Context: an optimization exercise on an open-source flow, tuned for small area and a short achievable clock period. The choices shown serve that exercise and are no tape-out recipe. In this exercise RTL edits were held to simulation tests only and were not proved equivalent to the original. Power is estimated from default activity; no workload was simulated.

## the baseline
==> flow/design.v (excerpt) <==
module decode_top (
    input  logic                          clk_i,
    input  logic                          reset_i,
    input  logic                          if_valid_i,
    input  logic [rv_pkg::XLEN-1:0]       if_pc_i,
    input  logic [rv_pkg::INST_WIDTH-1:0] if_instr_i,
    input  logic                          stall_i,
    input  logic                          wb_we_i,
    input  logic [rv_pkg::GPR_ADDR_W-1:0] wb_addr_i,
    input  logic [rv_pkg::XLEN-1:0]       wb_data_i,
    output logic                          id_ex_valid_o,
    output logic [rv_pkg::XLEN-1:0]       id_ex_pc_o,
    output logic [rv_pkg::GPR_ADDR_W-1:0] id_ex_rd_addr_o,
    output logic [rv_pkg::GPR_ADDR_W-1:0] id_ex_rs1_addr_o,
    output logic [rv_pkg::GPR_ADDR_W-1:0] id_ex_rs2_addr_o,
    output logic [rv_pkg::XLEN-1:0]       id_ex_rs1_val_o,
    output logic [rv_pkg::XLEN-1:0]       id_ex_rs2_val_o,
    output logic [rv_pkg::XLEN-1:0]       id_ex_imm_o,
    output logic                          id_ex_rs1_re_o,
    output logic                          id_ex_rs2_re_o,
    output logic                          id_ex_rd_we_o,
    output logic                          id_ex_mem_re_o,
    output logic                          id_ex_mem_we_o,
    output logic [5:0]                    id_ex_instr_id_o
);
    localparam int IF_ID_W = rv_pkg::XLEN + 4 + 2 * 31 + 25;
    localparam int ID_EX_W = 4 * rv_pkg::XLEN + 3 * rv_pkg::GPR_ADDR_W + 11;
    logic [rv_pkg::OPCODE_W-1:0]   opc;
    rv_pkg::opc_cls_t              cls;
    rv_pkg::if_id_t                if_id_in;
    rv_pkg::if_id_t                if_id_q;
    logic                          if_id_valid;
    logic [rv_pkg::FUNCT3_W-1:0]   funct3;
    logic                          alt;
    rv_pkg::ctrl_t                 ctrl;
    logic [rv_pkg::GPR_ADDR_W-1:0] rs1_addr;
    logic [rv_pkg::GPR_ADDR_W-1:0] rs2_addr;
    logic [rv_pkg::XLEN-1:0]       rs1_val;
    logic [rv_pkg::XLEN-1:0]       rs2_val;
    rv_pkg::id_ex_t                id_ex_d;
    rv_pkg::id_ex_t                id_ex_q;
  ...
For scale: about 260 I/O pins.
clock: 3.6 ns
lec_check: 0
cap_margin: 20
core_margin: 2
core_utilization: 50
cts_cluster_diameter: 60
cts_cluster_size: 30
setup_slack_margin: 1.7
slew_margin: 20
synth_hierarchical: 1
synth_minimum_keep_size: 0
run.sh (not shown) runs the stock make flow with config.mk's settings and CLKGATE_MAP_FILE= SYNTH_SCRIPT=/design/flow/synth_recipe.tcl, a recipe that flattens the netlist after the stock synthesis.
In summary, the baseline completed successfully, with a layout that passed the timing, DRC and antenna checks.
For the candidate, these inputs were changed with respect to the baseline:
==> flow/flow/run.sh (new file) <==
#!/bin/bash
# Layout flow: the standard ORFS flow (standard.sh) with two extra ORFS
# variables: port buffers are buf_2 instead of the default delay buffer, and
# the resizer may swap cells across footprints. Full tool output goes to
# standard.log here, and ORFS's own logs stay under orfs/logs.
set -euo pipefail
bash standard.sh MATCH_CELL_FOOTPRINT=0 \
    "BUFFER_PORTS_ARGS=-buffer_cell sky130_fd_sc_hd__buf_2" \
    finish > standard.log 2>&1
==> flow/standard.sh (new file) <==
#!/bin/bash
# synth_recipe.tcl (not shown) runs the flow's synth.tcl, then flattens the netlist and writes it again
# the make line also repeats each setting of config.mk as NAME=value (left out here)
make -C /OpenROAD-flow-scripts/flow DESIGN_CONFIG=/design/flow/config.mk WORK_HOME=/design/flow/orfs CLKGATE_MAP_FILE= SYNTH_SCRIPT=/design/flow/synth_recipe.tcl "${@:-finish}"
removed: flow/run.sh
Results
Between the baseline and the candidate, multi-input combinational area share is higher for the baseline, the candidate comes in under that.
Register-to-register slack for the candidate: 0.17 ns up relative to the baseline
In the tables for the baseline and the candidate, overall power of the completed layout reads lower with the candidate.
Compared the candidate vs the baseline, and sequential share of layout area is up in the candidate.
After synthesis and placement, the instance count of the candidate is below that of the baseline.
The candidate has required arrival time at the worst endpoint below what the baseline had.

--- another note on this design; it stands on its own ---

// decode_top
module decode_top (
    input  logic                          clk_i,
    input  logic                          reset_i,
    input  logic                          if_valid_i,
    input  logic [rv_pkg::XLEN-1:0]       if_pc_i,
    input  logic [rv_pkg::INST_WIDTH-1:0] if_instr_i,
    input  logic                          stall_i,
    input  logic                          wb_we_i,
    input  logic [rv_pkg::GPR_ADDR_W-1:0] wb_addr_i,
    input  logic [rv_pkg::XLEN-1:0]       wb_data_i,
    output logic                          id_ex_valid_o,
    output logic [rv_pkg::XLEN-1:0]       id_ex_pc_o,
    output logic [rv_pkg::GPR_ADDR_W-1:0] id_ex_rd_addr_o,
    output logic [rv_pkg::GPR_ADDR_W-1:0] id_ex_rs1_addr_o,
    output logic [rv_pkg::GPR_ADDR_W-1:0] id_ex_rs2_addr_o,
    output logic [rv_pkg::XLEN-1:0]       id_ex_rs1_val_o,
    output logic [rv_pkg::XLEN-1:0]       id_ex_rs2_val_o,
    output logic [rv_pkg::XLEN-1:0]       id_ex_imm_o,
    output logic                          id_ex_rs1_re_o,
    output logic                          id_ex_rs2_re_o,
    output logic                          id_ex_rd_we_o,
    output logic                          id_ex_mem_re_o,
    output logic                          id_ex_mem_we_o,
    output logic [5:0]                    id_ex_instr_id_o
);
Size: roughly 3,300 cells after synthesis, about 52,000 µm² of cells after synthesis.
==> flow/config.mk <==
export PLATFORM = sky130hd
export DESIGN_NAME = decode_top
export DESIGN_NICKNAME = decode_top
export VERILOG_FILES = /design/flow/design.v
export SDC_FILE = /design/flow/constraint.sdc
export NUM_CORES = 4
export LEC_CHECK = 0
export CAP_MARGIN = 20
export CORE_MARGIN = 2
export CORE_UTILIZATION = 50
export CTS_CLUSTER_DIAMETER = 75
export CTS_CLUSTER_SIZE = 28
export SETUP_SLACK_MARGIN = 1.7
export SLEW_MARGIN = 20
export SYNTH_HIERARCHICAL = 1
export SYNTH_MINIMUM_KEEP_SIZE = 0
==> flow/constraint.sdc <==
create_clock -name core_clock -period 3.6 [get_ports {clk_i}]
set_input_delay 0.7200 -clock core_clock [delete_from_list [all_inputs] [get_ports {clk_i}]]
set_output_delay 0.7200 -clock core_clock [all_outputs]
set_load 0.01 [all_outputs]
standard.sh (not shown) runs the stock make flow with config.mk's settings and CLKGATE_MAP_FILE= SYNTH_SCRIPT=/design/flow/synth_recipe.tcl, a recipe that flattens the netlist after the stock synthesis.
==> flow/flow/run.sh <==
#!/bin/bash
# Layout flow: the standard ORFS flow (standard.sh) with two extra ORFS
# variables: port buffers are buf_2 instead of the default delay buffer, and
# the resizer may swap cells across footprints. Full tool output goes to
# standard.log here, and ORFS's own logs stay under orfs/logs.
set -euo pipefail
bash standard.sh MATCH_CELL_FOOTPRINT=0 \
    "BUFFER_PORTS_ARGS=-buffer_cell sky130_fd_sc_hd__buf_2" \
    finish > standard.log 2>&1
The first run passed the timing, DRC and antenna checks.
Edit:
- CTS_CLUSTER_DIAMETER: 75 -> 60
- CTS_CLUSTER_SIZE: 28 -> 30
Outcome: Die area stays the same. Clock skew is about the same. Register-to-register slack gets better by 0.03 ns. Cell area went up by about 2.3%. Fmax went up by about 2.3%. Setup slack gets better by 0.050 ns. Via count went up by 1.0%. Utilization went up by 1.4 points. Wire length went up by 0.52%. Clock power went up by about 40%. Sequential cell count is unchanged.

## port drivers added, routing unchanged
How much do the figures lean on ideal ports? The routed layouts below were timed once more, with nothing changed but the port constraints. Step 1 (the two cells are an assumption about what drives the block):
set clk [get_ports {clk_i}]
set_driving_cell -lib_cell sky130_fd_sc_hd__clkbuf_16 $clk
set_driving_cell -lib_cell sky130_fd_sc_hd__buf_2 [delete_from_list [all_inputs] $clk]
Step 2, shift: input delay + t, output delay - t, t = (earliest + latest rising clock arrival at the registers) / 2. This alone moves slack from input paths to output paths. a / b / c = ideal ports / drivers / drivers and shift; a / b = the first two.
| run | t, ns | setup WS [ns] | hold slack, ns | clock arrival spread, ns |
|---|---|---|---|---|
| the baseline | 0.762 | 1.221 / 1.221 / 0.751 | 0.358 / 0.326 / 0.421 | 0.053 / 0.053 |
| the candidate | 0.792 | 1.396 / 1.317 / 0.927 | 0.167 / 0.118 / 0.421 | 0.042 / 0.041 |
| the first run of note 2 | 0.802 | 1.363 / 1.280 / 0.886 | 0.176 / 0.120 / 0.418 | 0.049 / 0.049 |
| the second run of note 2 | 0.780 | 1.413 / 1.329 / 0.895 | 0.184 / 0.127 / 0.416 | 0.048 / 0.049 |
After both steps setup and hold are still met in every run listed. The setup slack of the second run of note 2, which loses most, moves by -0.084 ns with the drivers and by -0.518 ns with both steps.
